From an optimization exercise on the open Yosys and OpenROAD flow, aimed at small area and a short achievable clock period; shortcuts taken in it are not production practice.
Function was checked by simulation only, so behaviour that the tests miss may differ from the original.
No activity file was given, so power comes from the tool's default toggle rates.

==> design.v <==
package snoop_pkg;
    typedef enum logic [1:0] {IDLE, MEASURE, REPORT} state_t;
    localparam int WORDS_PER_CH = 5;
endpackage
module snoop_channel
#(
    parameter int TKEEP_WIDTH = 64,
    parameter int CNT_WIDTH   = 20
) (
    input  logic                   clk,
    input  logic                   areset,
    input  logic                   clear,
    input  logic                   beat,
    input  logic                   last,
    input  logic [TKEEP_WIDTH-1:0] keep,
    output logic [CNT_WIDTH-1:0]   flits,
    output logic [CNT_WIDTH-1:0]   pkts,
    output logic [CNT_WIDTH-1:0]   byte_cnt,
    output logic [CNT_WIDTH-1:0]   min_size,
    output logic [CNT_WIDTH-1:0]   max_size,
    output logic                   has_pkt,
    output logic [CNT_WIDTH-1:0]   pkt_size,
    output logic                   pkt_size_valid
);
    localparam logic [CNT_WIDTH-1:0] ONES = '1;
    localparam int HW = CNT_WIDTH - 7;
    logic                 bd;        
    logic                 bl;        
    logic [6:0]          pr;        
    logic [6:0]          pr_d;
    logic [7:0]           acc_lo;
    logic [CNT_WIDTH-1:0] acc;
    logic [CNT_WIDTH-1:0] size_now;
    logic [7:0]           byte_lo;
    logic [HW-1:0]        acc_hi1;
    logic [HW-1:0]        byte_hi1;
    logic                 acc_sat;
    logic                 byte_sat;
    logic                 lt_min;
    logic                 gt_max;
    logic as1;
    logic ac2;
    logic as3;
    logic ac4;
    logic as5;
    logic ac6;
    logic as7;
    logic ac8;
    logic as9;
    logic ac10;
    logic as11;
    logic ac12;
    logic as13;
    logic ac14;
    logic as15;
    logic ac16;
    logic as17;
    logic ac18;
    logic as19;
    logic ac20;
    logic as21;
    logic ac22;
    logic as23;
    logic ac24;
    logic as25;
    logic ac26;
    logic as27;
    logic ac28;
    logic as29;
    logic ac30;
    logic as31;
    logic ac32;
    logic as33;
    logic ac34;
    logic as35;
    logic ac36;
    logic as37;
    logic ac38;
    logic as39;
    logic ac40;
    logic as41;
    logic ac42;
    logic as43;
    logic ac44;
    logic as45;
    logic ac46;
    logic as47;
    logic ac48;
    logic as49;
    logic ac50;
    logic as51;
    logic ac52;
    logic as53;
    logic ac54;
    logic as55;
    logic ac56;
    logic as57;
    logic ac58;
    logic as59;
    logic ac60;
    logic as61;
    logic ac62;
    logic as63;
    logic ac64;
    logic as65;
    logic ac66;
    logic as67;
    logic ac68;
    logic as69;
    logic ac70;
    logic as71;
    logic ac72;
    logic as73;
    logic ac74;
    logic as75;
    logic ac76;
    logic as77;
    logic ac78;
    logic as79;
    logic ac80;
    logic as81;
    logic ac82;
    logic as83;
    logic ac84;
    logic as85;
    logic ac86;
    logic as87;
    logic ac88;
    logic as89;
    logic ac90;
    logic as91;
    logic ac92;
    logic as93;
    logic ac94;
    logic as95;
    logic ac96;
    logic as97;
    logic ac98;
    logic as99;
    logic ac100;
    logic as101;
    logic ac102;
    logic as103;
    logic ac104;
    logic as105;
    logic ac106;
    logic ax107;
    logic as108;
    logic ac109;
    logic as110;
    logic ac111;
    logic as112;
    logic ac113;
    logic ax114;
    logic as115;
    logic ac116;
    logic ax117;
    logic bs118;
    logic bc119;
    logic bs120;
    logic bc121;
    logic bs122;
    logic bc123;
    logic bs124;
    logic bc125;
    logic bs126;
    logic bc127;
    logic bs128;
    logic bc129;
    logic bs130;
    logic bc131;
    logic brs132;
    logic brc133;
    logic brs134;
    logic brc135;
    logic brs136;
    logic brc137;
    logic brs138;
    logic brc139;
    logic brs140;
    logic brc141;
    logic brs142;
    logic brc143;
    logic brs144;
    logic brc145;
    logic ml146;
    logic ml147;
    logic ml148;
    logic ml149;
    logic ml150;
    logic ml151;
    logic ml152;
    logic ml153;
    logic ml154;
    logic ml155;
    logic ml156;
    logic ml157;
    logic ml158;
    logic ml159;
    logic ml160;
    logic ml161;
    logic ml162;
    logic ml163;
    logic ml164;
    logic ml165;
    logic nl166;
    logic nl167;
    logic nl168;
    logic nl169;
    logic nl170;
    logic nl171;
    logic nl172;
    logic nl173;
    logic nl174;
    logic nl175;
    logic nl176;
    logic nl177;
    logic nl178;
    logic nl179;
    logic nl180;
    logic nl181;
    logic nl182;
    logic nl183;
    logic nl184;
    logic nl185;
    assign as1 = ~(~keep[0] ^ keep[10] ^ keep[11]);
    assign ac2 = ~((~keep[0] & ~keep[10]) | (~keep[0] & ~keep[11]) | (~keep[10] & ~keep[11]));
    assign as3 = ~(~keep[12] ^ keep[13] ^ keep[14]);
    assign ac4 = ~((~keep[12] & ~keep[13]) | (~keep[12] & ~keep[14]) | (~keep[13] & ~keep[14]));
    assign as5 = ~(~keep[15] ^ keep[16] ^ keep[17]);
    assign ac6 = ~((~keep[15] & ~keep[16]) | (~keep[15] & ~keep[17]) | (~keep[16] & ~keep[17]));
    assign as7 = ~(~keep[18] ^ keep[19] ^ keep[1]);
    assign ac8 = ~((~keep[18] & ~keep[19]) | (~keep[18] & ~keep[1]) | (~keep[19] & ~keep[1]));
    assign as9 = ~(~keep[20] ^ keep[21] ^ keep[22]);
    assign ac10 = ~((~keep[20] & ~keep[21]) | (~keep[20] & ~keep[22]) | (~keep[21] & ~keep[22]));
    assign as11 = ~(~keep[23] ^ keep[24] ^ keep[25]);
    assign ac12 = ~((~keep[23] & ~keep[24]) | (~keep[23] & ~keep[25]) | (~keep[24] & ~keep[25]));
    assign as13 = ~(~keep[26] ^ keep[27] ^ keep[28]);
    assign ac14 = ~((~keep[26] & ~keep[27]) | (~keep[26] & ~keep[28]) | (~keep[27] & ~keep[28]));
    assign as15 = ~(~keep[29] ^ keep[2] ^ keep[30]);
    assign ac16 = ~((~keep[29] & ~keep[2]) | (~keep[29] & ~keep[30]) | (~keep[2] & ~keep[30]));
    assign as17 = ~(~keep[31] ^ keep[32] ^ keep[33]);
    assign ac18 = ~((~keep[31] & ~keep[32]) | (~keep[31] & ~keep[33]) | (~keep[32] & ~keep[33]));
    assign as19 = ~(~keep[34] ^ keep[35] ^ keep[36]);
    assign ac20 = ~((~keep[34] & ~keep[35]) | (~keep[34] & ~keep[36]) | (~keep[35] & ~keep[36]));
    assign as21 = ~(~keep[37] ^ keep[38] ^ keep[39]);
    assign ac22 = ~((~keep[37] & ~keep[38]) | (~keep[37] & ~keep[39]) | (~keep[38] & ~keep[39]));
    assign as23 = ~(~keep[3] ^ keep[40] ^ keep[41]);
    assign ac24 = ~((~keep[3] & ~keep[40]) | (~keep[3] & ~keep[41]) | (~keep[40] & ~keep[41]));
    assign as25 = ~(~keep[42] ^ keep[43] ^ keep[44]);
    assign ac26 = ~((~keep[42] & ~keep[43]) | (~keep[42] & ~keep[44]) | (~keep[43] & ~keep[44]));
    assign as27 = ~(~keep[45] ^ keep[46] ^ keep[47]);
    assign ac28 = ~((~keep[45] & ~keep[46]) | (~keep[45] & ~keep[47]) | (~keep[46] & ~keep[47]));
    assign as29 = ~(~keep[48] ^ keep[49] ^ keep[4]);
    assign ac30 = ~((~keep[48] & ~keep[49]) | (~keep[48] & ~keep[4]) | (~keep[49] & ~keep[4]));
    assign as31 = ~(~keep[50] ^ keep[51] ^ keep[52]);
    assign ac32 = ~((~keep[50] & ~keep[51]) | (~keep[50] & ~keep[52]) | (~keep[51] & ~keep[52]));
    assign as33 = ~(~keep[53] ^ keep[54] ^ keep[55]);
    assign ac34 = ~((~keep[53] & ~keep[54]) | (~keep[53] & ~keep[55]) | (~keep[54] & ~keep[55]));
    assign as35 = ~(~keep[56] ^ keep[57] ^ keep[58]);
    assign ac36 = ~((~keep[56] & ~keep[57]) | (~keep[56] & ~keep[58]) | (~keep[57] & ~keep[58]));
    assign as37 = ~(~keep[59] ^ keep[5] ^ keep[60]);
    assign ac38 = ~((~keep[59] & ~keep[5]) | (~keep[59] & ~keep[60]) | (~keep[5] & ~keep[60]));
    assign as39 = ~(~keep[61] ^ keep[62] ^ keep[63]);
    assign ac40 = ~((~keep[61] & ~keep[62]) | (~keep[61] & ~keep[63]) | (~keep[62] & ~keep[63]));
    assign as41 = ~(~keep[6] ^ keep[7] ^ keep[8]);
    assign ac42 = ~((~keep[6] & ~keep[7]) | (~keep[6] & ~keep[8]) | (~keep[7] & ~keep[8]));
    assign as43 = ~(~keep[9] ^ as1 ^ as11);
    assign ac44 = ~((~keep[9] & ~as1) | (~keep[9] & ~as11) | (~as1 & ~as11));
    assign as45 = ~(~as13 ^ as15 ^ as17);
    assign ac46 = ~((~as13 & ~as15) | (~as13 & ~as17) | (~as15 & ~as17));
    assign as47 = ~(~as19 ^ as21 ^ as23);
    assign ac48 = ~((~as19 & ~as21) | (~as19 & ~as23) | (~as21 & ~as23));
    assign as49 = ~(~as25 ^ as27 ^ as29);
    assign ac50 = ~((~as25 & ~as27) | (~as25 & ~as29) | (~as27 & ~as29));
    assign as51 = ~(~as3 ^ as31 ^ as33);
    assign ac52 = ~((~as3 & ~as31) | (~as3 & ~as33) | (~as31 & ~as33));
    assign as53 = ~(~as35 ^ as37 ^ as39);
    assign ac54 = ~((~as35 & ~as37) | (~as35 & ~as39) | (~as37 & ~as39));
    assign as55 = ~(~as41 ^ as5 ^ as7);
    assign ac56 = ~((~as41 & ~as5) | (~as41 & ~as7) | (~as5 & ~as7));
    assign as57 = ~(~as9 ^ as43 ^ as45);
    assign ac58 = ~((~as9 & ~as43) | (~as9 & ~as45) | (~as43 & ~as45));
    assign as59 = ~(~as47 ^ as49 ^ as51);
    assign ac60 = ~((~as47 & ~as49) | (~as47 & ~as51) | (~as49 & ~as51));
    assign as61 = ~(~as53 ^ as55 ^ as57);
    assign ac62 = ~((~as53 & ~as55) | (~as53 & ~as57) | (~as55 & ~as57));
    assign as63 = ~(~ac10 ^ ac12 ^ ac14);
    assign ac64 = ~((~ac10 & ~ac12) | (~ac10 & ~ac14) | (~ac12 & ~ac14));
    assign as65 = ~(~ac16 ^ ac18 ^ ac2);
    assign ac66 = ~((~ac16 & ~ac18) | (~ac16 & ~ac2) | (~ac18 & ~ac2));
    assign as67 = ~(~ac20 ^ ac22 ^ ac24);
    assign ac68 = ~((~ac20 & ~ac22) | (~ac20 & ~ac24) | (~ac22 & ~ac24));
    assign as69 = ~(~ac26 ^ ac28 ^ ac30);
    assign ac70 = ~((~ac26 & ~ac28) | (~ac26 & ~ac30) | (~ac28 & ~ac30));
    assign as71 = ~(~ac32 ^ ac34 ^ ac36);
    assign ac72 = ~((~ac32 & ~ac34) | (~ac32 & ~ac36) | (~ac34 & ~ac36));
    assign as73 = ~(~ac38 ^ ac4 ^ ac40);
    assign ac74 = ~((~ac38 & ~ac4) | (~ac38 & ~ac40) | (~ac4 & ~ac40));
    assign as75 = ~(~ac42 ^ ac6 ^ ac8);
    assign ac76 = ~((~ac42 & ~ac6) | (~ac42 & ~ac8) | (~ac6 & ~ac8));
    assign as77 = ~(~ac44 ^ ac46 ^ ac48);
    assign ac78 = ~((~ac44 & ~ac46) | (~ac44 & ~ac48) | (~ac46 & ~ac48));
    assign as79 = ~(~ac50 ^ ac52 ^ ac54);
    assign ac80 = ~((~ac50 & ~ac52) | (~ac50 & ~ac54) | (~ac52 & ~ac54));
    assign as81 = ~(~ac56 ^ as63 ^ as65);
    assign ac82 = ~((~ac56 & ~as63) | (~ac56 & ~as65) | (~as63 & ~as65));
    assign as83 = ~(~as67 ^ as69 ^ as71);
    assign ac84 = ~((~as67 & ~as69) | (~as67 & ~as71) | (~as69 & ~as71));
    assign as85 = ~(~as73 ^ as75 ^ ac58);
    assign ac86 = ~((~as73 & ~as75) | (~as73 & ~ac58) | (~as75 & ~ac58));
    assign as87 = ~(~ac60 ^ as77 ^ as79);
    assign ac88 = ~((~ac60 & ~as77) | (~ac60 & ~as79) | (~as77 & ~as79));
    assign as89 = ~(~as81 ^ as83 ^ ac62);
    assign ac90 = ~((~as81 & ~as83) | (~as81 & ~ac62) | (~as83 & ~ac62));
    assign as91 = ~(~as85 ^ as87 ^ as89);
    assign ac92 = ~((~as85 & ~as87) | (~as85 & ~as89) | (~as87 & ~as89));
    assign as93 = ~(~ac64 ^ ac66 ^ ac68);
    assign ac94 = ~((~ac64 & ~ac66) | (~ac64 & ~ac68) | (~ac66 & ~ac68));
    assign as95 = ~(~ac70 ^ ac72 ^ ac74);
    assign ac96 = ~((~ac70 & ~ac72) | (~ac70 & ~ac74) | (~ac72 & ~ac74));
    assign as97 = ~(~ac76 ^ ac78 ^ ac80);
    assign ac98 = ~((~ac76 & ~ac78) | (~ac76 & ~ac80) | (~ac78 & ~ac80));
    assign as99 = ~(~ac82 ^ ac84 ^ as93);
    assign ac100 = ~((~ac82 & ~ac84) | (~ac82 & ~as93) | (~ac84 & ~as93));
    assign as101 = ~(~as95 ^ ac86 ^ ac88);
    assign ac102 = ~((~as95 & ~ac86) | (~as95 & ~ac88) | (~ac86 & ~ac88));
    assign as103 = ~(~as97 ^ as99 ^ ac90);
    assign ac104 = ~((~as97 & ~as99) | (~as97 & ~ac90) | (~as99 & ~ac90));
    assign ax107 = as101 ^ ac92;
    assign as105 = ax107 ^ as103;
    assign ac106 = ax107 ? as103 : as101;
    assign as108 = ~(~ac94 ^ ac96 ^ ac100);
    assign ac109 = ~((~ac94 & ~ac96) | (~ac94 & ~ac100) | (~ac96 & ~ac100));
    assign as110 = ~(~ac98 ^ ac102 ^ as108);
    assign ac111 = ~((~ac98 & ~ac102) | (~ac98 & ~as108) | (~ac102 & ~as108));
    assign ax114 = ac104 ^ as110;
    assign as112 = ax114 ^ ac106;
    assign ac113 = ax114 ? ac106 : ac104;
    assign ax117 = ac109 ^ ac111;
    assign as115 = ax117 ^ ac113;
    assign ac116 = ax117 ? ac113 : ac109;
    assign acc_lo = {1'b0, acc[6:0]} + {1'b0, 1'b0, pr[6], pr[5], pr[4], pr[3], pr[2], pr[0]} + {1'b0, 1'b0, 1'b0, 1'b0, 1'b0, 1'b0, 1'b0, pr[1]};
    assign bs118 = ~(~byte_cnt[0] ^ pr[0] ^ pr[1]);
    assign bc119 = ~((~byte_cnt[0] & ~pr[0]) | (~byte_cnt[0] & ~pr[1]) | (~pr[0] & ~pr[1]));
    assign bs120 = ~(~byte_cnt[1] ^ pr[2] ^ bc119);
    assign bc121 = ~((~byte_cnt[1] & ~pr[2]) | (~byte_cnt[1] & ~bc119) | (~pr[2] & ~bc119));
    assign bs122 = ~(~byte_cnt[2] ^ pr[3] ^ bc121);
    assign bc123 = ~((~byte_cnt[2] & ~pr[3]) | (~byte_cnt[2] & ~bc121) | (~pr[3] & ~bc121));
    assign bs124 = ~(~byte_cnt[3] ^ pr[4] ^ bc123);
    assign bc125 = ~((~byte_cnt[3] & ~pr[4]) | (~byte_cnt[3] & ~bc123) | (~pr[4] & ~bc123));
    assign bs126 = ~(~byte_cnt[4] ^ pr[5] ^ bc125);
    assign bc127 = ~((~byte_cnt[4] & ~pr[5]) | (~byte_cnt[4] & ~bc125) | (~pr[5] & ~bc125));
    assign bs128 = ~(~byte_cnt[5] ^ pr[6] ^ bc127);
    assign bc129 = ~((~byte_cnt[5] & ~pr[6]) | (~byte_cnt[5] & ~bc127) | (~pr[6] & ~bc127));
    assign bs130 = bs118 ^ 1'b0;
    assign bc131 = bs118 & 1'b0;
    assign byte_lo[0] = bs130;
    assign brs132 = ~(~bs120 ^ 1'b0 ^ bc131);
    assign brc133 = ~((~bs120 & ~1'b0) | (~bs120 & ~bc131) | (~1'b0 & ~bc131));
    assign byte_lo[1] = brs132;
    assign brs134 = ~(~bs122 ^ 1'b0 ^ brc133);
    assign brc135 = ~((~bs122 & ~1'b0) | (~bs122 & ~brc133) | (~1'b0 & ~brc133));
    assign byte_lo[2] = brs134;
    assign brs136 = ~(~bs124 ^ 1'b0 ^ brc135);
    assign brc137 = ~((~bs124 & ~1'b0) | (~bs124 & ~brc135) | (~1'b0 & ~brc135));
    assign byte_lo[3] = brs136;
    assign brs138 = ~(~bs126 ^ 1'b0 ^ brc137);
    assign brc139 = ~((~bs126 & ~1'b0) | (~bs126 & ~brc137) | (~1'b0 & ~brc137));
    assign byte_lo[4] = brs138;
    assign brs140 = ~(~bs128 ^ 1'b0 ^ brc139);
    assign brc141 = ~((~bs128 & ~1'b0) | (~bs128 & ~brc139) | (~1'b0 & ~brc139));
    assign byte_lo[5] = brs140;
    assign brs142 = ~(~byte_cnt[6] ^ bc129 ^ brc141);
    assign brc143 = ~((~byte_cnt[6] & ~bc129) | (~byte_cnt[6] & ~brc141) | (~bc129 & ~brc141));
    assign byte_lo[6] = brs142;
    assign brs144 = ~(~1'b0 ^ 1'b0 ^ brc143);
    assign brc145 = ~((~1'b0 & ~1'b0) | (~1'b0 & ~brc143) | (~1'b0 & ~brc143));
    assign byte_lo[7] = brs144;
    assign ml146 = (size_now[0] == min_size[0]) ? 1'b0 : min_size[0];
    assign ml147 = (size_now[1] == min_size[1]) ? ml146 : min_size[1];
    assign ml148 = (size_now[2] == min_size[2]) ? ml147 : min_size[2];
    assign ml149 = (size_now[3] == min_size[3]) ? ml148 : min_size[3];
    assign ml150 = (size_now[4] == min_size[4]) ? ml149 : min_size[4];
    assign ml151 = (size_now[5] == min_size[5]) ? ml150 : min_size[5];
    assign ml152 = (size_now[6] == min_size[6]) ? ml151 : min_size[6];
    assign ml153 = (size_now[7] == min_size[7]) ? ml152 : min_size[7];
    assign ml154 = (size_now[8] == min_size[8]) ? ml153 : min_size[8];
    assign ml155 = (size_now[9] == min_size[9]) ? ml154 : min_size[9];
    assign ml156 = (size_now[10] == min_size[10]) ? ml155 : min_size[10];
    assign ml157 = (size_now[11] == min_size[11]) ? ml156 : min_size[11];
    assign ml158 = (size_now[12] == min_size[12]) ? ml157 : min_size[12];
    assign ml159 = (size_now[13] == min_size[13]) ? ml158 : min_size[13];
    assign ml160 = (size_now[14] == min_size[14]) ? ml159 : min_size[14];
    assign ml161 = (size_now[15] == min_size[15]) ? ml160 : min_size[15];
    assign ml162 = (size_now[16] == min_size[16]) ? ml161 : min_size[16];
    assign ml163 = (size_now[17] == min_size[17]) ? ml162 : min_size[17];
    assign ml164 = (size_now[18] == min_size[18]) ? ml163 : min_size[18];
    assign ml165 = (size_now[19] == min_size[19]) ? ml164 : min_size[19];
    assign nl166 = (max_size[0] == size_now[0]) ? 1'b0 : size_now[0];
    assign nl167 = (max_size[1] == size_now[1]) ? nl166 : size_now[1];
    assign nl168 = (max_size[2] == size_now[2]) ? nl167 : size_now[2];
    assign nl169 = (max_size[3] == size_now[3]) ? nl168 : size_now[3];
    assign nl170 = (max_size[4] == size_now[4]) ? nl169 : size_now[4];
    assign nl171 = (max_size[5] == size_now[5]) ? nl170 : size_now[5];
    assign nl172 = (max_size[6] == size_now[6]) ? nl171 : size_now[6];
    assign nl173 = (max_size[7] == size_now[7]) ? nl172 : size_now[7];
    assign nl174 = (max_size[8] == size_now[8]) ? nl173 : size_now[8];
    assign nl175 = (max_size[9] == size_now[9]) ? nl174 : size_now[9];
    assign nl176 = (max_size[10] == size_now[10]) ? nl175 : size_now[10];
    assign nl177 = (max_size[11] == size_now[11]) ? nl176 : size_now[11];
    assign nl178 = (max_size[12] == size_now[12]) ? nl177 : size_now[12];
    assign nl179 = (max_size[13] == size_now[13]) ? nl178 : size_now[13];
    assign nl180 = (max_size[14] == size_now[14]) ? nl179 : size_now[14];
    assign nl181 = (max_size[15] == size_now[15]) ? nl180 : size_now[15];
    assign nl182 = (max_size[16] == size_now[16]) ? nl181 : size_now[16];
    assign nl183 = (max_size[17] == size_now[17]) ? nl182 : size_now[17];
    assign nl184 = (max_size[18] == size_now[18]) ? nl183 : size_now[18];
    assign nl185 = (max_size[19] == size_now[19]) ? nl184 : size_now[19];
    assign lt_min = ml165;
    assign gt_max = nl185;
    assign pr_d = {7{beat}} & {ac116, as115, as112, as105, as91, as61, as59};
    always_ff @(posedge clk or posedge areset) begin
        if (areset) begin
            bd <= 1'b0;
            bl <= 1'b0;
        end else begin
            bd <= beat;
            bl <= beat & last;
        end
    end
    always_ff @(posedge clk) pr <= pr_d;
    assign acc_hi1  = acc[CNT_WIDTH-1:7] + 1'b1;
    assign acc_sat  = acc_lo[7] & (&acc[CNT_WIDTH-1:7]);
    assign size_now = acc_sat ? ONES :
                      {(acc_lo[7] ? acc_hi1 : acc[CNT_WIDTH-1:7]), acc_lo[6:0]};
    assign byte_hi1 = byte_cnt[CNT_WIDTH-1:7] + 1'b1;
    assign byte_sat = byte_lo[7] & (&byte_cnt[CNT_WIDTH-1:7]);
    always_ff @(posedge clk) begin
        if (clear) begin
            flits    <= '0;
            pkts     <= '0;
            byte_cnt <= '0;
            acc      <= '0;
            has_pkt  <= 1'b0;
        end else begin
            if (bd && flits != ONES) flits <= flits + 1'b1;
            if (bl && pkts != ONES)  pkts  <= pkts + 1'b1;
            byte_cnt <= byte_sat ? ONES :
                        {(byte_lo[7] ? byte_hi1 : byte_cnt[CNT_WIDTH-1:7]), byte_lo[6:0]};
            acc      <= bl ? '0 : size_now;
            if (bl) has_pkt <= 1'b1;
        end
    end
    always_ff @(posedge clk) begin
        if (bl && (!has_pkt || lt_min)) min_size <= size_now;
        if (bl && (!has_pkt || gt_max)) max_size <= size_now;
    end
    assign pkt_size       = size_now;
    assign pkt_size_valid = bl;
endmodule
module multi_channel_snooper
#(
    parameter int NUM_CH      = 4,
    parameter int TDATA_WIDTH = 512,
    parameter int TKEEP_WIDTH = TDATA_WIDTH / 8,
    parameter int CNT_WIDTH   = 20
) (
    input  logic                          clk,
    input  logic                          areset,
    input  logic [NUM_CH*TKEEP_WIDTH-1:0] mon_TKEEP,
    input  logic [NUM_CH-1:0]             mon_TVALID,
    input  logic [NUM_CH-1:0]             mon_TREADY,
    input  logic [NUM_CH-1:0]             mon_TLAST,
    input  logic [NUM_CH-1:0]             ch_enable,
    input  logic                          measure,
    output logic [63:0]                   report_TDATA,
    output logic [7:0]                    report_TKEEP,
    output logic                          report_TVALID,
    input  logic                          report_TREADY,
    output logic                          report_TLAST,
    output logic                          busy,
    output logic [NUM_CH*CNT_WIDTH-1:0]   pkt_size,
    output logic [NUM_CH-1:0]             pkt_size_valid,
    output logic                          measure_sync_out
);
    localparam int NUM_WORDS = 1 + snoop_pkg::WORDS_PER_CH * NUM_CH;
    localparam int IDX_W     = $clog2(NUM_WORDS);
    localparam logic [CNT_WIDTH-1:0] ONES = '1;
    snoop_pkg::state_t    state;
    logic                 clear;
    logic                 in_measure;
    logic [NUM_CH-1:0]    beat;
    logic [IDX_W-1:0]     idx;
    logic [IDX_W-1:0]     nidx;
    logic                 at_last;
    logic                 next_word;
    logic [CNT_WIDTH-1:0] word;
    logic [CNT_WIDTH-1:0] cyc_data;
    logic [CNT_WIDTH-1:0] flits    [NUM_CH];
    logic [CNT_WIDTH-1:0] pkts     [NUM_CH];
    logic [CNT_WIDTH-1:0] byte_cnt [NUM_CH];
    logic [CNT_WIDTH-1:0] min_size [NUM_CH];
    logic [CNT_WIDTH-1:0] max_size [NUM_CH];
    logic [NUM_CH-1:0]    has_pkt;
    assign in_measure = (state == snoop_pkg::MEASURE);
    assign clear      = (state == snoop_pkg::IDLE) && measure;
    assign busy       = (state != snoop_pkg::IDLE);
    assign beat       = {NUM_CH{in_measure}} & mon_TVALID & mon_TREADY & ch_enable;
    assign at_last    = (idx == IDX_W'(NUM_WORDS - 1));
    assign next_word  = report_TVALID && report_TREADY;
    always_ff @(posedge clk or posedge areset) begin
        if (areset) begin
            state         <= snoop_pkg::IDLE;
            report_TVALID <= 1'b0;
        end else begin
            case (state)
                snoop_pkg::IDLE:    if (measure) state <= snoop_pkg::MEASURE;
                snoop_pkg::MEASURE: if (!measure) state <= snoop_pkg::REPORT;
                snoop_pkg::REPORT: begin
                    if (!report_TVALID) report_TVALID <= 1'b1;
                    else if (report_TREADY && at_last) begin
                        report_TVALID <= 1'b0;
                        state         <= snoop_pkg::IDLE;
                    end
                end
                default: state <= snoop_pkg::IDLE;
            endcase
        end
    end
    assign nidx = idx + 1'b1;
    always_ff @(posedge clk) begin
        if (!report_TVALID) idx <= '0;
        else if (report_TREADY) idx <= nidx;
    end
    always_ff @(posedge clk) begin
        if (clear)                               cyc_data <= '0;
        else if (in_measure && cyc_data != ONES) cyc_data <= cyc_data + 1'b1;
        else if (next_word)                      cyc_data <= word;
    end
    always_ff @(posedge clk or posedge areset) begin
        if (areset) measure_sync_out <= 1'b0;
        else        measure_sync_out <= measure;
    end
    for (genvar c = 0; c < NUM_CH; c++) begin : g_ch
        snoop_channel #(
            .TKEEP_WIDTH(TKEEP_WIDTH),
            .CNT_WIDTH  (CNT_WIDTH)
        ) u_ch (
            .clk           (clk),
            .areset        (areset),
            .clear         (clear),
            .beat          (beat[c]),
            .last          (mon_TLAST[c]),
            .keep          (mon_TKEEP[c*TKEEP_WIDTH +: TKEEP_WIDTH]),
            .flits         (flits[c]),
            .pkts          (pkts[c]),
            .byte_cnt      (byte_cnt[c]),
            .min_size      (min_size[c]),
            .max_size      (max_size[c]),
            .has_pkt       (has_pkt[c]),
            .pkt_size      (pkt_size[c*CNT_WIDTH +: CNT_WIDTH]),
            .pkt_size_valid(pkt_size_valid[c])
        );
    end
    logic [CNT_WIDTH-1:0] words [1:NUM_WORDS-1];
    logic [NUM_WORDS-1:1] sel;
    always_comb begin
        for (int k = 1; k < NUM_WORDS; k++) sel[k] = (nidx == IDX_W'(k));
        for (int c = 0; c < NUM_CH; c++) begin
            words[1 + c*5] = flits[c];
            words[2 + c*5] = pkts[c];
            words[3 + c*5] = byte_cnt[c];
            words[4 + c*5] = min_size[c];
            words[5 + c*5] = max_size[c];
            sel[4 + c*5]   = sel[4 + c*5] & has_pkt[c];
            sel[5 + c*5]   = sel[5 + c*5] & has_pkt[c];
        end
        word = '0;
        for (int k = 1; k < NUM_WORDS; k++)
            word = word | (words[k] & {CNT_WIDTH{sel[k]}});
    end
    assign report_TDATA = 64'(cyc_data);
    assign report_TKEEP = {8{report_TVALID}};
    assign report_TLAST = report_TVALID & at_last;
endmodule
==> flow/run.sh <==
#!/bin/bash
# Layout flow: the standard layout (standard synthesis unchanged), with the port buffers
# made from a small buffer instead of the resizer's default delay cell, timing repair aiming
# for a setup slack of 8 ns at the design's clock, and a leaner clock tree. Every tool's
# output goes to a log file in this folder; ORFS keeps its per-step logs under orfs/logs/.
set -euo pipefail
bash standard.sh synth > synth.log 2>&1
bash standard.sh "BUFFER_PORTS_ARGS=-buffer_cell sky130_fd_sc_hd__buf_1" SETUP_SLACK_MARGIN=8.3 TNS_END_PERCENT=5 \
    "CTS_ARGS=-sink_clustering_enable -repair_clock_nets -dont_use_dummy_load -sink_clustering_size 24 -sink_clustering_max_diameter 120" finish > layout.log 2>&1
==> standard.sh <==
#!/bin/bash
# synth_recipe.tcl (not shown) runs the flow's synth.tcl, then flattens the netlist and writes it again
# the make line also repeats each setting of config.mk as NAME=value (left out here)
make -C /OpenROAD-flow-scripts/flow DESIGN_CONFIG=/design/flow/config.mk WORK_HOME=/design/flow/orfs CLKGATE_MAP_FILE= SYNTH_SCRIPT=/design/flow/synth_recipe.tcl "${@:-finish}"
==> config.mk <==
export PLATFORM = sky130hd
export DESIGN_NAME = multi_channel_snooper
export DESIGN_NICKNAME = multi_channel_snooper
export VERILOG_FILES = /design/flow/design.v
export SDC_FILE = /design/flow/constraint.sdc
export NUM_CORES = 4
export LEC_CHECK = 0
export CAP_MARGIN = 20
export CORE_MARGIN = 2
export CORE_UTILIZATION = 40
export SLEW_MARGIN = 20
==> constraint.sdc <==
create_clock -name core_clock -period 14.0 [get_ports {clk}]
set_input_delay 2.8000 -clock core_clock [delete_from_list [all_inputs] [get_ports {clk}]]
set_output_delay 2.8000 -clock core_clock [all_outputs]
set_load 0.01 [all_outputs]
==> results of run 1 <==
-- worst paths after layout --
path	start	endpoint	slack (ns)	depth (start not counted)
worst min-delay path	g_ch[0].u_ch.pkts[1]	g_ch[0].u_ch.pkts[1]	0.50	2
worst max register to register	g_ch[2].u_ch.pr[0]	g_ch[2].u_ch.byte_cnt[5]	9.22	16
max in group asynchronous	areset	g_ch[2].u_ch.bd	11.05	2
min in group asynchronous	areset	measure_sync_out	2.37	2
worst max-delay path	mon_TKEEP[42]	g_ch[0].u_ch.pr[6]	8.09	13
worst min register to register	g_ch[0].u_ch.pkts[1]	g_ch[0].u_ch.pkts[1]	0.50	2
-- state kept, by name, summed over array words and instances, names as in the netlist, 4 cells and up --
name,count
g_ch.u_ch.min_size,80
idx,5
g_ch.u_ch.pkts,80
g_ch.u_ch.acc,80
g_ch.u_ch.bl,4
g_ch.u_ch.pr,28
g_ch.u_ch.max_size,80
cyc_data,20
g_ch.u_ch.byte_cnt,80
g_ch.u_ch.bd,4
g_ch.u_ch.has_pkt,4
g_ch.u_ch.flits,80
-- per-layer routing --
metal  up-vias  GRT usage (%)  part of all wire, %
li1      12600              -                    -
met2      1042           39.7                   46
met3       177           4.60                  8.3
met4         2           8.97                  4.2
met5         -              0                0.011
met1     13500           34.8                   42
-- layout make-up --
cell class | count | area, um2 | share of cell area (%)
timing repair buffer | 496 | 2290 | 6.11
antenna | 2 | 5.00 | 0.0134
sequential | 549 | 12700 | 33.9
multi-input combinational | 2465 | 19500 | 52.2
inverter | 245 | 920 | 2.46
clock buffer | 27 | 676 | 1.81
tap | 1070 | 1340 | 3.58
-- cells in the mapped netlist, drive strengths merged (9+ instances only) --
cell	instances	area, um2
nor2	405	1520
dfxtp	377	7550
fa	248	4960
inv	245	920
nand2	218	821
a21oi	211	1060
edfxtp	160	4800
xor2	129	1130
nand3	127	641
o21ai	117	601
xnor2	102	893
clkbuf	96	360
nand4	79	494
a22oi	72	541
and3	67	419
buf	66	464
nor3	54	287
a221oi	49	442
a222oi	47	470
ha	46	576
a22o	40	350
and2	35	219
maj3	35	357
or3	32	200
mux2i	28	280
a31oi	25	156
nor2b	22	138
or2	20	125
nand2b	19	119
a211oi	16	135
o211ai	15	118
o21a	15	114
o22ai	15	100
a21o	12	90.1
and4	12	105
dfrtp	12	300
nor4	9	62.6
o221ai	9	78.8
o32ai	9	101
-- timing repair --
| item | 4_1_cts | 5_1_grt |
|---|---|---|
| pin swaps | 14 | 53 |
| hold buffers | 0 | 0 |
| gates resized for setup | 86 | 107 |
| setup buffers | 35 | 31 |
| endpoints found under the setup margin | 89 | 94 |
-- worst max-delay path, delay by kind of cell --
family,cells,cell delay (ns)
buffers and inverters,3,0.28
adder cells (fa/ha/maj),7,2.89
AND/OR/NAND/NOR,2,0.36
AO/OA/AOI/OAI,1,0.05
-- cells by family (layout without fill, tap and decap cells) --
family          after synthesis  after routing  synth area share [%]
simple gates               1109           1109                  15.9
compound gates              720            720                  15.2
flops                       549            549                  38.5
buf+inv                     407            768                  5.31
fa+ha+maj                   329            329                  17.9
xor+xnor                    231            231                  6.16
mux                          32             32                 0.990
other cells                   1             46                0.0114
-- power groups by stage --
stage          Clock (W)  Sequential, W  Combinational [W]
2_1_floorplan          0        0.00185            0.00163
3_3_place_gp           0        0.00191            0.00209
3_5_place_dp           0        0.00191            0.00211
4_1_cts         0.000879        0.00187            0.00213
5_1_grt         0.000926        0.00188            0.00250
6_report        0.000862        0.00187            0.00223
-- cell usage in the layout (no fill, tap or decap), drive strengths merged, types with 22 or more instances in the layout --
cell    count
nand3     127
nor2      405
nor2b      22
nand4      79
maj3       35
a22o       40
dfxtp     377
clkbuf     34
a21oi     211
xor2      129
nand2     218
buf       489
ha         46
a31oi      25
a22oi      72
and2       35
o21ai     117
or3        32
mux2i      28
conb       44
a221oi     49
nor3       54
xnor2     102
edfxtp    160
inv       245
and3       67
fa        248
a222oi     47
-- per-stage QoR --
step | setup slack, ns | hold slack, ns | cell area [um2] | util [%]
final | 8.09 | 0.501 | 37400 | 45.8
after global routing | 7.97 | 0.517 | 37400 | 45.8
after CTS | 7.95 | 0.506 | 36700 | 45.0
after detailed placement | 7.40 | 0.482 | 35400 | 43.4
after global placement | 7.45 | 0.475 | 35400 | 43.4
after floorplan | 7.70 | 0.448 | 33100 | -
==> impl.org, run 1 <==
** Clock network
- Clock sink count :: approximately 550
- Latest clock arrival within the worst-skew pair :: approximately 0.62 ns
- Number of levels in the clock H-tree :: 1
- After clock tree synthesis, the clock-pin slew on the worst setup and hold paths is ~0.090 ns.
- CTS placed an instance of sky130_fd_sc_hd__clkbuf_16 at the clock tree root.
- Number of buffers created by CTS :: 27
- The clock passes through at most 3 buffers.
- Clock tree from TritonCTS :: built

** Detailed routing
- Post-DRT Antenna Nets :: 0
- After detailed routing, the number of remaining DRC violations is 0.
- Number of violations reported at the end of detailed-routing iteration 0 :: 3,010
- Routed wire length per instance :: roughly 23 um
- Vias :: roughly 27,000
- Iteration count of the initial detailed-routing pass :: 7
- Final wirelength :: between 100,000 and 150,000 um
- Dividing the detail-routed via count by the number of cells gives roughly 5.6.

** STA
- RSZ-0062 raised after global routing :: true
- The number of failing hold endpoints at the final stage came to 0.
- Dividing the final minimum period by the clock period gives between 40% and 50%.
- Minimum period implied by the final worst setup slack :: slightly below 6 ns
- For this run, the top clock speed supported by timing is about 170 MHz.
- Max Transition Viols Final :: 0
- Setup violations remaining at the end of the flow were counted as 0.
- Transition at the pin with the smallest max-transition slack :: 1.09 ns
- For the final routed database, the setup TNS stands at 0 ns.
- Worst slew margin :: roughly 27%
- Across the routed clock network, the largest skew measured is ~0.032 ns.

** Yosys
- For this run, asynchronously set or reset flops after synthesis account for ~2.2%.
- Combined area of all synthesized cells :: around 33,000 um2
- In this run, synthesis inferred 160 flip-flops with an integrated enable.
- Cells after Synth :: approximately 3,400
- The synthesized design contains between 500 and 600 register bits.
- Average instance area after synthesis :: roughly 9.7 um2
- Count of synthesis-stage warnings from yosys :: 9
- Among all flip-flop cells after synthesis, the most frequent one is sky130_fd_sc_hd__dfxtp_1.
- Unique cell type count in the Yosys netlist :: 94
- Part of the Yosys area used for sequential elements :: 38.5%

** Run
- Across the run, the number of max-cap violations was 0.

** Worst setup path
- In this run the worst path has a maximum fanout of 3.
- STA classifies the critical path endpoint as a register.
- Worst-path cell with the longest stage delay :: sky130_fd_sc_hd__fa_1
- Most frequent CP cell :: sky130_fd_sc_hd__fa_1
- Critical path arrival :: roughly 6.4 ns
- CP Launch Type :: input pin
- For this run, the slowest stage of the critical path takes roughly 0.52 ns.
- List of cells traversed by the critical path :: buf_1, fa_1, fa_1, fa_2, fa_1, inv_1, fa_1, inv_1, fa_1, nor2b_1, a21oi_4, maj3_2, and2_1
- The worst setup path is of the input pin to register kind.
- STA puts the critical path data required time at 14.49 ns.

** Final layout
- The area growth from synthesis to layout is 13.9%.
- Final std cells w/o fill :: just under 5,000
- Ratio of cells with drive above 1 in the final layout :: 9.49%
- Counting the fill cells in the layout gives around 7,900.
- Fin nets :: between 4,000 and 5,000

** Global route
- Antenna violations before repair :: 2
- Entering global routing, the biggest net connects 70 pins.
- Via count of the first global-routing pass :: about 26,000
- Overall routing resource usage :: between 20% and 30%
- The total overflow left after global routing is 0.
- Wire length of the first global-routing pass :: 163,000 um

** Floorplanning
- between 400 and 500 I/O pins were placed.
- Width of the chip :: 291 um
- Initial cell density of the core :: about two fifths
- Area of the die :: between 80,000 and 90,000 um2
- The core region is ~82,000 um2.
- Floorplan die height :: between 200 and 300 um
- Number of cell rows :: 105

** Power and ir drop
- Power density relative to cell area :: about 130 nW/um2
- Switching power total :: 0.00188 W
- Combinational logic burns about 45% of the power.
- Sequential Power Share :: approximately 38%
- Part of the power in the clock network :: approximately 17%
- Power comes to 0.00497 W.
- VDD sags by at most roughly 130 uV.
- Leakage power total :: about 14 nW
- Net switching is around 38% of the power.
- Internal :: roughly 0.003 W

** Status
- Outcome :: finished clean

** Placed design
- The count of buffers added on input and output ports is between 300 and 400.
- Placed Cells :: 4,759
- Total half-perimeter wirelength after legalization and detailed placement :: just under 90,000 um
- Final Wtd Congestion :: 1.00

** Worst hold path
- The min-delay analysis places its worst path in the category register to register.
==> run 2, diff against run 1 <==
--- a/flow/run.sh
+++ b/flow/run.sh
@@ -5,5 +5,5 @@
 # output goes to a log file in this folder; ORFS keeps its per-step logs under orfs/logs/.
 set -euo pipefail
 bash standard.sh synth > synth.log 2>&1
-bash standard.sh "BUFFER_PORTS_ARGS=-buffer_cell sky130_fd_sc_hd__buf_1" SETUP_SLACK_MARGIN=8.3 TNS_END_PERCENT=5 \
+bash standard.sh "BUFFER_PORTS_ARGS=-buffer_cell sky130_fd_sc_hd__buf_1" SETUP_SLACK_MARGIN=8.6 TNS_END_PERCENT=5 \
     "CTS_ARGS=-sink_clustering_enable -repair_clock_nets -dont_use_dummy_load -sink_clustering_size 24 -sink_clustering_max_diameter 120" finish > layout.log 2>&1
==> impl.org, run 2 <==
** Status
- Outcome :: finished clean (unchanged)

** Floorplanning
- Initial cell density of the core :: 40.2% (unchanged)
- # IOs :: 436 (unchanged)
- The number of placement rows is 105 (unchanged).
- Width of the chip :: 291 um (unchanged)
- The vertical die dimension was 291 um (unchanged).
- Total core area :: 81,700 um2 (unchanged)
- Area of the die :: 84,500 um2 (unchanged)

** Global route
- The number of antenna violations at the first check in global routing was 2 (unchanged).
- Overflow after GRT :: 0 (unchanged)
- Largest net degree at the start of global routing :: 70 (unchanged)
- Wire length of the first global-routing pass :: 165,000 um (was 163,000 um)
- Via count of the first global-routing pass :: 26,000 (was 25,700)
- Overall routing resource usage :: 25.5% (was 25.2%)

** Yosys
- The library cell with the highest instance count after synthesis is sky130_fd_sc_hd__nor2_1 (unchanged).
- Count of synthesis-stage warnings from yosys :: 9 (unchanged)
- Area leader, netlist :: sky130_fd_sc_hd__dfxtp_1 (unchanged)
- The number of enable flip-flop cells after synthesis was 160 (unchanged).
- Synth top area cells :: sky130_fd_sc_hd__dfxtp_1 (23%), sky130_fd_sc_hd__fa_1 (15%), sky130_fd_sc_hd__edfxtp_1 (15%), sky130_fd_sc_hd__nor2_1 (4.6%), sky130_fd_sc_hd__xor2_1 (3.4%) (unchanged)
- Top cells by count, synth :: sky130_fd_sc_hd__nor2_1 (405), sky130_fd_sc_hd__dfxtp_1 (377), sky130_fd_sc_hd__fa_1 (248), sky130_fd_sc_hd__inv_1 (242), sky130_fd_sc_hd__nand2_1 (217) (unchanged)
- The instance count of the mapped netlist was 3,378 (unchanged).
- The xor/xnor cell area share of the yosys netlist was 6.16% (unchanged).
- The area share of fa/ha/maj cells after synthesis was 17.9% (unchanged).
- Share of the synthesized area in the top cell type :: 23.0% (unchanged)
- The dominant combinational cell family by area after synthesis was adder cells (unchanged).
- The number of synthesized register bits was 549 (unchanged).
- Asr flop ratio synth :: 2.19% (unchanged)
- Combined area of all synthesized cells :: 32,900 um2 (unchanged)
- Multiplexer fraction of the synthesized cell area :: 0.990% (unchanged)
- Top flip-flop cell by instance count after synthesis :: sky130_fd_sc_hd__dfxtp_1 (unchanged)
- Simple-gate area share of the yosys netlist :: 15.9% (unchanged)
- The average footprint of a synthesized cell came to 9.73 um2 (unchanged).
- The share of the yosys chip area belonging to registers was 38.5% (unchanged).
- The number of distinct library cells after synthesis is 94 (unchanged).
- The fraction of the mapped netlist area in compound gates was 15.2% (unchanged).

** Clock network
- Clock tree from TritonCTS :: built (unchanged)
- Maximum clock insertion buffer count :: 3 (unchanged)
- Number of buffers created by CTS :: 27 (unchanged)
- The insertion delay to the later sink of the worst-skew pair is 0.62 ns (about the same).
- The number of buffers added to fix hold violations after cts came to 0 (unchanged).
- The count of clock tree sinks is 549 (unchanged).
- The H-tree level count was 1 (unchanged).
- Clock slew at reported path FFs :: 0.09 ns (about the same)
- CTS root buffer :: sky130_fd_sc_hd__clkbuf_16 (unchanged)

** STA
- RSZ-0062 raised after global routing: true (unchanged).
- Worst slew margin :: 22.6% (was 27.3%)
- The max-slew violation count came to 0 (unchanged).
- Final-report setup violation count :: 0 (unchanged)
- Peak clock frequency supported by timing :: 169 MHz (about the same)
- The actual transition at the worst max-transition pin is 1.16 ns (was 1.09 ns).
- The worst clock skew on the final layout is 0.0311 ns (was 0.0320 ns).
- Setup TNS :: 0 ns (unchanged)
- The minimum period implied by the final worst setup slack is 5.91 ns (about the same).
- The worst hold slack came to 0.502 ns (was 0.501 ns).
- Share of the cycle needed by the critical path after routing :: 42.2% (about the same)
- Final hold violation count :: 0 (unchanged)

** Worst setup path
- The start of the worst register-to-register path was g_ch[2].u_ch.pr[0] (unchanged).
- Endpoint class of the critical path :: register (unchanged)
- The worst path arrival time came to 6.46 ns (was 6.40 ns).
- Cell family with most CP delay :: adder cells (unchanged)
- The count of buffer and inverter cells on the critical path is 4 (was 3).
- The element type at the critical path start is an input pin (unchanged).
- Most frequent CP cell :: sky130_fd_sc_hd__fa_1 (unchanged)
- WS Path Type :: input pin to register (unchanged)
- Peak fanout along the critical path :: 2 (was 3)
- The worst endpoint required time came to 14.55 ns (was 14.49 ns).
- List of cells traversed by the critical path: buf_6, fa_1, fa_1, fa_1, inv_2, fa_2, inv_2, fa_2, inv_2, fa_1, maj3_2, a21oi_4, maj3_2, and2_4 (was buf_1, fa_1, fa_1, fa_2, fa_1, inv_1, fa_1, inv_1, fa_1, nor2b_1, a21oi_4, maj3_2, and2_1).
- Startpoint of the worst setup timing path :: mon_TKEEP[161] (was mon_TKEEP[42])
- Worst-path cell with the longest stage delay :: sky130_fd_sc_hd__fa_1 (unchanged)
- The largest stage delay on the critical path came to 0.53 ns (was 0.52 ns).

** Power and ir drop
- Largest voltage drop on the vdd net :: 129 uV (about the same)
- The total leakage power was 14.2 nW (about the same).
- The power per cell area is 134 nW/um2 (was 133 nW/um2).

** Final layout
- The commonest non-fill, non-tap cell in the layout is sky130_fd_sc_hd__nor2_1 (unchanged).
- Final cell area excluding filler cells :: 37,500 um2 (was 37,400 um2)
- Ratio of cells with drive above 1 in the final layout :: 9.86% (was 9.49%)
- The post-synthesis to final-layout area growth was 14.0% (was 13.9%).
- Most frequent cells in the layout: sky130_fd_sc_hd__nor2_1 (396), sky130_fd_sc_hd__buf_1 (378), sky130_fd_sc_hd__dfxtp_1 (369) (was sky130_fd_sc_hd__nor2_1 (396), sky130_fd_sc_hd__buf_1 (380), sky130_fd_sc_hd__dfxtp_1 (369)).
- The number of nets in the final layout is 4,356 (was 4,354).
- Count of inserted antenna diode cells :: 0 (was 2)

** Detailed routing
- Vias :: 27,400 (about the same)
- The violation count after the first detailed-route iteration is 2,835 (was 3,010).
- Post-DRT Antenna Nets :: 0 (unchanged)
- Routed wire length per instance :: 22.9 um (was 22.8 um)
- DRC Markers :: 0 (unchanged)
- Routed via count divided by cell count :: 5.65 (was 5.64)
- The final routed wirelength across all metal layers was 111,000 um (about the same).
- Iteration count of the initial detailed-routing pass :: 9 (was 7)

** Placed design
- Total half-perimeter wirelength after legalization and detailed placement :: 87,100 um (unchanged)
- IO Port Bufs :: 391 (unchanged)
- Final Wtd Congestion :: 1.00 (unchanged)
- Instance area at placement :: 35,400 um2 (unchanged)

** Worst hold path
- The startpoint of the most critical hold path is g_ch[0].u_ch.pkts[1] (unchanged).
- The path type of the worst min-delay path was register to register (unchanged).

** Run
- The number of violations of the max-capacitance limit was 0 (unchanged).
-- run 2: cell types whose count changed in the layout (fill, tap and decap cells not counted), moves of 4 or more --
cell                       before  now
sky130_fd_sc_hd__buf_2          3    7
sky130_fd_sc_hd__buf_4        102  106
sky130_fd_sc_hd__clkbuf_2       7    1
sky130_fd_sc_hd__inv_2         18   24
sky130_fd_sc_hd__inv_1        227  221
-- run 2: timing repair --
action                     in CTS  in global routing
setup endpoints to repair      98                100
gates resized for setup       154                 51
cloned                          1                  0
setup buffers                  52                 15
pin swaps                      44                 43
-- run 2: where the power goes --
part	internal [W]	switching [W]
logic	0.00103	0.00127
registers	0.00175	0.000120
clock network	0.000344	0.000517
total	0.00312	0.00191
-- run 2: cells by family after synthesis --
kind of cell,count (synthesis)
other cells,1
fa+ha+maj,329
compound gates,720
buf+inv,407
mux,32
flops,549
simple gates,1109
xor+xnor,231
-- run 2: worst paths after layout --
kind                       slack [ns]                        to  depth (start not counted)
hold / removal                   0.50      g_ch[0].u_ch.pkts[1]                          2
max in group asynchronous       11.04           g_ch[2].u_ch.bd                          2
hold reg to reg                  0.50      g_ch[0].u_ch.pkts[1]                          2
setup / recovery                 8.09        g_ch[2].u_ch.pr[6]                         14
setup reg to reg                 9.23  g_ch[2].u_ch.byte_cnt[5]                         16
min in group asynchronous        2.37          measure_sync_out                          2
-- run 2: metal layers --
metal / vias to the layer above / GRT usage [%] / routed length [um]
li1: 12600 / - / -
met1: 13600 / 35.0 / 46700
met2: 1071 / 40.5 / 51200
met3: 176 / 4.52 / 8880
met4: 2 / 8.78 / 4550
met5: - / 0 / 12
-- run 2: worst min-delay path, cell delays in order (launching register included) --
cell	delay, ns
sky130_fd_sc_hd__dfxtp_1	0.34
sky130_fd_sc_hd__nand2_1	0.07
sky130_fd_sc_hd__a21oi_1	0.05
-- run 2: cell type report --
type	count	area, um2
Fill cell	7852	44200
Multi-Input combinational cell	2466	19600
Sequential cell	549	12700
Timing Repair Buffer	497	2310
Tap cell	1070	1340
Inverter	245	920
Clock buffer	27	676
-- run 2: per-stage QoR --
stage | utilization [%] | total power [W] | setup slack (ns) | instances
5_1_grt | 45.9 | 0.00538 | 7.99 | 4854
3_3_place_gp | 43.4 | 0.00399 | 7.45 | 4759
6_report | 45.9 | 0.00503 | 8.09 | 4854
4_1_cts | 45.5 | 0.00495 | 8.10 | 4839
2_1_floorplan | - | 0.00348 | 7.70 | 3421
3_5_place_dp | 43.4 | 0.00402 | 7.40 | 4759
==> run 3, diff against run 2 <==
--- a/flow/run.sh
+++ b/flow/run.sh
@@ -1,7 +1,8 @@
 #!/bin/bash
 # Layout flow: the standard layout (standard synthesis unchanged), with the port buffers
 # made from a small buffer instead of the resizer's default delay cell, timing repair aiming
-# for a setup slack of 8 ns at the design's clock, and a leaner clock tree. Every tool's
+# for a setup slack of 8.6 ns at the design's clock on the worst 5% of endpoints, and a leaner
+# clock tree. Every tool's
 # output goes to a log file in this folder; ORFS keeps its per-step logs under orfs/logs/.
 set -euo pipefail
 bash standard.sh synth > synth.log 2>&1
==> impl.org, run 3 <==
** Yosys
- Count of synthesis-stage warnings from yosys :: 9 (unchanged)
- The library cell with the highest instance count after synthesis was sky130_fd_sc_hd__nor2_1 (unchanged).
- Top cells by count, synth :: sky130_fd_sc_hd__nor2_1 (405), sky130_fd_sc_hd__dfxtp_1 (377), sky130_fd_sc_hd__fa_1 (248), sky130_fd_sc_hd__inv_1 (242), sky130_fd_sc_hd__nand2_1 (217) (unchanged)
- The multiplexer area fraction after synthesis came to 0.990% (unchanged).
- Adder-cell area share of the yosys netlist :: 17.9% (unchanged)
- Count of flip-flops with a built-in enable after synthesis :: 160 (unchanged)
- Fraction of the mapped netlist area in compound gates :: 15.2% (unchanged)
- Asr flop ratio synth :: 2.19% (unchanged)
- Area leader, netlist :: sky130_fd_sc_hd__dfxtp_1 (unchanged)
- Synth top area cells: sky130_fd_sc_hd__dfxtp_1 (23%), sky130_fd_sc_hd__fa_1 (15%), sky130_fd_sc_hd__edfxtp_1 (15%), sky130_fd_sc_hd__nor2_1 (4.6%), sky130_fd_sc_hd__xor2_1 (3.4%) (unchanged).
- The dominant combinational cell family by area after synthesis is adder cells (unchanged).
- The xor/xnor cell area share of the yosys netlist was 6.16% (unchanged).
- Top flip-flop cell by instance count after synthesis :: sky130_fd_sc_hd__dfxtp_1 (unchanged)
- #FFs+latches synth :: 549 (unchanged)
- The post-synthesis instance area was 32,900 um2 (unchanged).
- The average footprint of a synthesized cell was 9.73 um2 (unchanged).
- The instance count of the mapped netlist was 3,378 (unchanged).
- The portion of synthesized cell area occupied by the leading cell type came to 23.0% (unchanged).
- Unique cell type count in the Yosys netlist :: 94 (unchanged)
- Part of the Yosys area used for sequential elements :: 38.5% (unchanged)
- Simple-gate area share of the yosys netlist :: 15.9% (unchanged)

** Worst setup path
- Most frequent CP cell :: sky130_fd_sc_hd__fa_1 (unchanged)
- The worst path arrival time is 6.46 ns (about the same).
- Endpoint class of the critical path :: register (unchanged)
- WS Path Type :: input pin to register (unchanged)
- Startpoint of the worst setup timing path :: mon_TKEEP[161] (unchanged)
- The cell depth of the worst flop-to-flop path was 16 (unchanged).
- The worst flop-to-flop path endpoint is g_ch[2].u_ch.byte_cnt[5] (unchanged).
- Number of buffer and inverter stages on the critical path :: 4 (unchanged)
- WP data required :: 14.55 ns (about the same)
- Logic depth of the worst setup path including buffers :: 14 (unchanged)
- List of cells traversed by the critical path: buf_6, fa_1, fa_1, fa_1, inv_2, fa_2, inv_2, fa_2, inv_2, fa_1, maj3_2, a21oi_4, maj3_2, and2_4 (unchanged).
- Launch instance of the worst register-to-register path :: g_ch[2].u_ch.pr[0] (unchanged)
- Peak fanout along the critical path :: 2 (unchanged)
- The worst-case register-to-register setup slack came to 9.23 ns (about the same).
- The critical path endpoint was g_ch[2].u_ch.pr[6] (unchanged).
- The family of cells with the greatest summed delay on the critical path was adder cells (unchanged).
- The critical-path cell with the highest stage delay was sky130_fd_sc_hd__fa_1 (unchanged).
- CP Launch Type :: input pin (unchanged)
- Longest individual stage delay on the worst path :: 0.53 ns (about the same)

** STA
- The number of failing hold endpoints at the final stage came to 0 (unchanged).
- Share of the cycle needed by the critical path after routing :: 42.2% (unchanged)
- The number of endpoints failing setup at the final stage came to 0 (unchanged).
- Peak clock frequency supported by timing :: 169 MHz (unchanged)
- The worst clock skew on the final layout was 0.0311 ns (unchanged).
- The post-route worst setup slack came to 8.09 ns (unchanged).
- RSZ-0062 raised after global routing: true (unchanged).
- The max-slew violation count is 0 (unchanged).
- The minimum period implied by the final worst setup slack was 5.91 ns (unchanged).
- Setup TNS :: 0 ns (unchanged)
- Transition at the pin with the smallest max-transition slack :: 1.16 ns (unchanged)
- Worst slew margin :: 22.6% (unchanged)

** Final layout
- Final cell area excluding filler cells :: 37,500 um2 (unchanged)
- Count of inserted antenna diode cells :: 0 (unchanged)
- Most frequent cells in the layout: sky130_fd_sc_hd__nor2_1 (396), sky130_fd_sc_hd__buf_1 (378), sky130_fd_sc_hd__dfxtp_1 (369) (unchanged).
- The post-synthesis to final-layout area growth is 14.0% (unchanged).
- The total of fill cells in the finished design was 7,852 (unchanged).
- The commonest non-fill, non-tap cell in the layout is sky130_fd_sc_hd__nor2_1 (unchanged).
- The number of nets in the final layout is 4,356 (unchanged).
- Ratio of cells with drive above 1 in the final layout :: 9.86% (unchanged)

** Floorplanning
- The die boundary width was 291 um (unchanged).
- The floorplan core area was 81,700 um2 (unchanged).
- # IOs :: 436 (unchanged)
- The floorplan die area was 84,500 um2 (unchanged).
- The vertical die dimension came to 291 um (unchanged).
- The effective utilization at floorplan was 40.2% (unchanged).
- The number of placement rows was 105 (unchanged).

** Detailed routing
- Post-DRT Antenna Nets :: 0 (unchanged)
- The number of iterations in the first detailed-routing pass was 9 (unchanged).
- Number of violations reported at the end of detailed-routing iteration 0 :: 2,835 (unchanged)
- The total DRC errors in the routed layout is 0 (unchanged).
- Final wirelength :: 111,000 um (unchanged)
- The via count normalized by instance count was 5.65 (unchanged).
- Routed wire length per instance :: 22.9 um (unchanged)
- Vias :: 27,400 (unchanged)

** Clock network
- Clock slew at reported path FFs :: 0.09 ns (about the same)
- Number of levels in the clock H-tree :: 1 (unchanged)
- Maximum clock insertion buffer count :: 3 (unchanged)
- Number of buffers created by CTS :: 27 (unchanged)
- The insertion delay to the later sink of the worst-skew pair came to 0.62 ns (about the same).
- Clock tree from TritonCTS :: built (unchanged)
- Clock sink count :: 549 (unchanged)
- Cts hold-fix bufs :: 0 (unchanged)
- The root buffer cell is sky130_fd_sc_hd__clkbuf_16 (unchanged).

** Placed design
- The detailed placement HPWL came to 87,100 um (unchanged).
- The placed instance area is 35,400 um2 (unchanged).
- Final Wtd Congestion :: 1.00 (unchanged)
- IO Port Bufs :: 391 (unchanged)
- Worst slack, placed :: 7.40 ns (unchanged)

** Global route
- The largest net degree at the start of global routing came to 70 (unchanged).
- The aggregate global-route resource usage was 25.5% (unchanged).
- Wire length of the first global-routing pass :: 165,000 um (unchanged)
- The number of antenna violations at the first check in global routing came to 2 (unchanged).
- The via count of the first global-routing pass is 26,000 (unchanged).
- Overflow after GRT :: 0 (unchanged)

** Power and ir drop
- Leakage power total :: 14.2 nW (unchanged)
- Power density relative to cell area :: 134 nW/um2 (unchanged)
- Total chip power :: 0.00503 W (unchanged)
- Largest voltage drop on the vdd net :: 129 uV (unchanged)

** Run
- Number of max-capacitance violations reported :: 0 (unchanged)

** Worst hold path
- The path type of the worst min-delay path is register to register (unchanged).

** Status
- Outcome: finished clean (unchanged).
run 3: cell counts after synthesis:
Identical to the previous run, type by type.
run 3: tightest hold or removal path, delay by kind of cell, from the launching register on:
family,cells,cell delay (ns)
flip-flops,1,0.34
AO/OA/AOI/OAI,1,0.05
AND/OR/NAND/NOR,1,0.07
run 3: cells by family after synthesis:
logic type,after synthesis
and+or+nand+nor,1109
AOI/OAI and AO/OA,720
DFF,549
buffers and inverters,407
adders and majority gates,329
xor gates and xnor gates,231
muxes,32
other,1
run 3: how the worst min path moves through the flow:
stage / from / depth (start not counted) / end
finish: g_ch[0].u_ch.pkts[1] / 2 / g_ch[0].u_ch.pkts[1]
global route: g_ch[0].u_ch.pkts[1] / 2 / g_ch[0].u_ch.pkts[1]
global placement: g_ch[2].u_ch.acc[17] / 1 / g_ch[2].u_ch.acc[17]
detailed placement: g_ch[2].u_ch.acc[17] / 1 / g_ch[2].u_ch.acc[17]
floorplan: state[1] / 1 / state[0]
CTS: g_ch[0].u_ch.pkts[1] / 2 / g_ch[0].u_ch.pkts[1]
run 3: repair_timing:
action | 4_1_cts | 5_1_grt
buffers inserted | 52 | 15
gates resized for setup | 154 | 51
gates cloned | 1 | 0
pin swaps | 44 | 43
setup endpoints to repair | 98 | 100
run 3: layout make-up:
type / instances / area, um2 / area share, %
multi-input cells: 2466 / 19600 / 52.2
inverters: 245 / 920 / 2.45
well taps: 1070 / 1340 / 3.57
repair buffers: 497 / 2310 / 6.17
flip-flops and latches: 549 / 12700 / 33.8
clock buffers: 27 / 676 / 1.80
run 3: power breakdown:
group	switching (W)	internal, W	leakage (nW)	total [W]
combinational	0.00127	0.00103	9.17	0.00230
sequential	0.000120	0.00175	4.69	0.00187
clock	0.000517	0.000344	0.333	0.000861
total	0.00191	0.00312	14.2	0.00503
run 3: routing by layer:
| metal | vias to the layer above | track usage [%] | wire length [um] |
|---|---|---|---|
| li1 | 12600 | - | - |
| met1 | 13600 | 35.0 | 46700 |
| met2 | 1071 | 40.5 | 51200 |
| met3 | 176 | 4.52 | 8880 |
| met4 | 2 | 8.78 | 4550 |
| met5 | - | 0 | 12 |
run 3: through the flow:
stage          hold WS (ns)  util [%]  cells
6_report              0.502      45.9   4854
5_1_grt               0.517      45.9   4854
4_1_cts               0.506      45.5   4839
2_1_floorplan         0.448         -   3421
3_3_place_gp          0.475      43.4   4759
3_5_place_dp          0.482      43.4   4759
==> run 4, diff against run 3 <==
==> flow/run.sh (replaced) <==
#!/bin/bash
# Layout flow: the standard layout (standard synthesis unchanged), with the port buffers
# made from a small buffer instead of the resizer's default delay cell, timing repair aiming
# for a setup slack of 8 ns at the design's clock, and a leaner clock tree. Every tool's
# output goes to a log file in this folder; ORFS keeps its per-step logs under orfs/logs/.
set -euo pipefail
bash standard.sh synth > synth.log 2>&1
bash standard.sh "BUFFER_PORTS_ARGS=-buffer_cell sky130_fd_sc_hd__buf_1" SETUP_SLACK_MARGIN=8 \
    "CTS_ARGS=-sink_clustering_enable -repair_clock_nets -dont_use_dummy_load -sink_clustering_size 28 -sink_clustering_max_diameter 110" finish > layout.log 2>&1
==> impl.org, run 4 <==
** Clock network
- The root buffer cell is sky130_fd_sc_hd__clkbuf_16 (unchanged).
- Latest clock arrival within the worst-skew pair :: 0.62 ns (about the same)
- Clock slew at reported path FFs :: 0.11 ns (was 0.09 ns)
- The clock tree from TritonCTS is built (unchanged).
- Number of levels in the clock H-tree :: 1 (unchanged)
- Maximum clock insertion buffer count :: 3 (unchanged)
- Clock sink count :: 549 (unchanged)
- The number of buffers added to fix hold violations after cts is 0 (unchanged).

** Power and ir drop
- The power per cell area came to 134 nW/um2 (about the same).
- The largest voltage drop on the vdd net was 142 uV (was 129 uV).

** Worst setup path
- The worst path arrival time came to 3.19 ns (was 6.46 ns).
- The kind of end point of the critical path was an output port (was register).
- The family of cells with the greatest summed delay on the critical path is compound AO/OA/AOI/OAI gates (was adder cells).
- The element type at the critical path start was a register (was input pin).
- The largest stage delay on the critical path was 0.44 ns (was 0.53 ns).
- Number of buffer and inverter stages on the critical path :: 3 (was 4)
- Peak fanout along the critical path :: 7 (was 2)
- List of cells traversed by the critical path: ha_1, nor2b_2, o221a_2, o21ai_2, nor3_4, buf_4, a31oi_2, inv_1, buf_1 (was buf_6, fa_1, fa_1, fa_1, inv_2, fa_2, inv_2, fa_2, inv_2, fa_1, maj3_2, a21oi_4, maj3_2, and2_4).
- WP data required :: 11.20 ns (was 14.55 ns)

** Final layout
- The layout cell share with drive strength beyond 1 came to 8.94% (was 9.86%).
- Most frequent cells in the layout: sky130_fd_sc_hd__nor2_1 (397), sky130_fd_sc_hd__buf_1 (387), sky130_fd_sc_hd__dfxtp_1 (373) (was sky130_fd_sc_hd__nor2_1 (396), sky130_fd_sc_hd__buf_1 (378), sky130_fd_sc_hd__dfxtp_1 (369)).
- FILL cells :: 7,987 (was 7,852)
- Count of inserted antenna diode cells :: 0 (unchanged)
- Final std cells w/o fill :: 4,852 (was 4,854)

** Yosys
- The number of synthesized register bits is 549 (unchanged).
- Asr flop ratio synth :: 2.19% (unchanged)
- Most frequent cell after synthesis :: sky130_fd_sc_hd__nor2_1 (unchanged)
- Top flip-flop cell by instance count after synthesis :: sky130_fd_sc_hd__dfxtp_1 (unchanged)
- The fraction of the mapped netlist area in compound gates was 15.2% (unchanged).
- The multiplexer area fraction after synthesis came to 0.990% (unchanged).
- The cell accounting for the most synthesized area was sky130_fd_sc_hd__dfxtp_1 (unchanged).
- Cells after Synth :: 3,378 (unchanged)
- Count of flip-flops with a built-in enable after synthesis :: 160 (unchanged)
- Share of the synthesized area in the top cell type :: 23.0% (unchanged)
- Unique cell type count in the Yosys netlist :: 94 (unchanged)
- Part of the Yosys area used for sequential elements :: 38.5% (unchanged)
- The average footprint of a synthesized cell was 9.73 um2 (unchanged).
- Combined area of all synthesized cells :: 32,900 um2 (unchanged)
- Synth top area cells: sky130_fd_sc_hd__dfxtp_1 (23%), sky130_fd_sc_hd__fa_1 (15%), sky130_fd_sc_hd__edfxtp_1 (15%), sky130_fd_sc_hd__nor2_1 (4.6%), sky130_fd_sc_hd__xor2_1 (3.4%) (unchanged).
- The number of warnings issued by yosys was 9 (unchanged).
- The area share of fa/ha/maj cells after synthesis was 17.9% (unchanged).

** Detailed routing
- Routed via count divided by cell count :: 5.63 (was 5.65)
- The per-cell routed wire length was 22.9 um (about the same).
- Iteration count of the initial detailed-routing pass :: 7 (was 9)
- DRC Markers :: 0 (unchanged)
- The via count came to 27,300 (was 27,400).
- The violation count after the first detailed-route iteration came to 2,855 (was 2,835).
- The antenna violation net count after detailed routing came to 0 (unchanged).

** Global route
- The number of antenna violations at the first check in global routing is 2 (unchanged).
- The aggregate global routing overflow was 0 (unchanged).
- Wire length of the first global-routing pass :: 163,000 um (was 165,000 um)
- The largest net degree at the start of global routing was 89 (was 70).
- The via count of the first global-routing pass came to 25,900 (was 26,000).

** Placed design
- Instance area at placement :: 35,500 um2 (was 35,400 um2)
- The post-placement worst setup slack was 7.41 ns (was 7.40 ns).
- The detailed placement HPWL was 88,000 um (was 87,100 um).
- The number of buffers inserted by port buffering was 391 (unchanged).
- Final Wtd Congestion :: 0.987 (was 1.00)

** STA
- RSZ-0062 raised after global routing :: true (unchanged)
- The minimum period implied by the final worst setup slack came to 5.99 ns (was 5.91 ns).
- Worst slew margin :: 24.5% (was 22.6%)
- The worst hold slack is 0.502 ns (about the same).
- Setup slack after layout :: 8.01 ns (was 8.09 ns)
- The max-slew violation count was 0 (unchanged).
- Peak clock frequency supported by timing :: 167 MHz (was 169 MHz)

** Floorplanning
- Initial cell density of the core :: 40.2% (unchanged)
- The number of placement rows came to 105 (unchanged).
- Area of the die :: 84,500 um2 (unchanged)
- The vertical die dimension was 291 um (unchanged).

** Status
- Outcome :: finished clean (unchanged)

** Worst hold path
- The path type of the worst min-delay path is register to register (unchanged).
-- run 4: changes by cell type in the layout (fill, tap and decap cells not counted), moves of 5 or more --
cell and delta:
sky130_fd_sc_hd__inv_1 +10, sky130_fd_sc_hd__nor2b_1 +5, sky130_fd_sc_hd__inv_2 -10, sky130_fd_sc_hd__fa_2 +9
sky130_fd_sc_hd__fa_1 -9, sky130_fd_sc_hd__buf_1 +9, sky130_fd_sc_hd__buf_2 -7
-- run 4: what timing repair did --
item                       4_1_cts  5_1_grt
setup endpoints to repair       65       60
gates resized for setup         66       88
buffers inserted                15       47
pin swaps                        5       61
cloned                           0        1
-- run 4: routing by layer --
layer  vias to the layer above  track usage (%)  wire, um
met5                         -                0        11
met2                      1093             38.9     49600
met1                     13400             34.7     46900
met3                       200             5.15      9030
li1                      12600                -         -
met4                         2             11.0      5510
-- run 4: path summary, 6_finish.rpt --
| path | start | to | slack [ns] | cells after the start |
|---|---|---|---|---|
| max | g_ch[3].u_ch.pr[2] | pkt_size[79] | 8.01 | 9 |
| min reg2reg | g_ch[0].u_ch.pkts[1] | g_ch[0].u_ch.pkts[1] | 0.50 | 2 |
| max reg2reg | g_ch[1].u_ch.pr[0] | g_ch[1].u_ch.max_size[17] | 9.08 | 17 |
| min in group asynchronous | areset | state[0] | 2.39 | 2 |
| min | g_ch[0].u_ch.pkts[1] | g_ch[0].u_ch.pkts[1] | 0.50 | 2 |
| max in group asynchronous | areset | g_ch[0].u_ch.bl | 10.96 | 2 |
-- run 4: area by class of cell --
cell class,count,area [um2],share of cell area [%]
Clock buffer,26,651,1.74
Multi-Input combinational cell,2466,19500,52.2
Sequential cell,549,12700,33.9
Timing Repair Buffer,496,2280,6.11
Tap cell,1070,1340,3.59
Inverter,245,920,2.46
-- run 4: cells by family (layout without fill, tap and decap cells) --
family / after synthesis / after routing
AND/OR/NAND/NOR: 1109 / 1109
AO/OA/AOI/OAI: 720 / 721
flip-flops: 549 / 549
buffers and inverters: 407 / 767
adder cells (fa/ha/maj): 329 / 329
XOR/XNOR: 231 / 231
multiplexers: 32 / 32
other: 1 / 44
-- run 4: stage by stage --
| step | utilization (%) | power [W] |
|---|---|---|
| floorplan | - | 0.00348 |
| global placement | 43.4 | 0.00401 |
| detailed placement | 43.4 | 0.00404 |
| CTS | 44.7 | 0.00488 |
| global route | 45.7 | 0.00534 |
| finish | 45.7 | 0.00498 |
-- run 4: power by group --
| group | switching, W | internal, W |
|---|---|---|
| clock | 0.000515 | 0.000333 |
| sequential | 0.000112 | 0.00175 |
| combinational | 0.00126 | 0.00101 |
| total | 0.00189 | 0.00309 |
-- run 4: worst register-to-register path, delay by kind of cell, from the launching register on --
kind / cells / cell delay, ns
buf+inv: 3 / 0.48
flops: 1 / 0.37
xor+xnor: 1 / 0.19
fa+ha+maj: 4 / 1.28
compound gates: 9 / 2.30
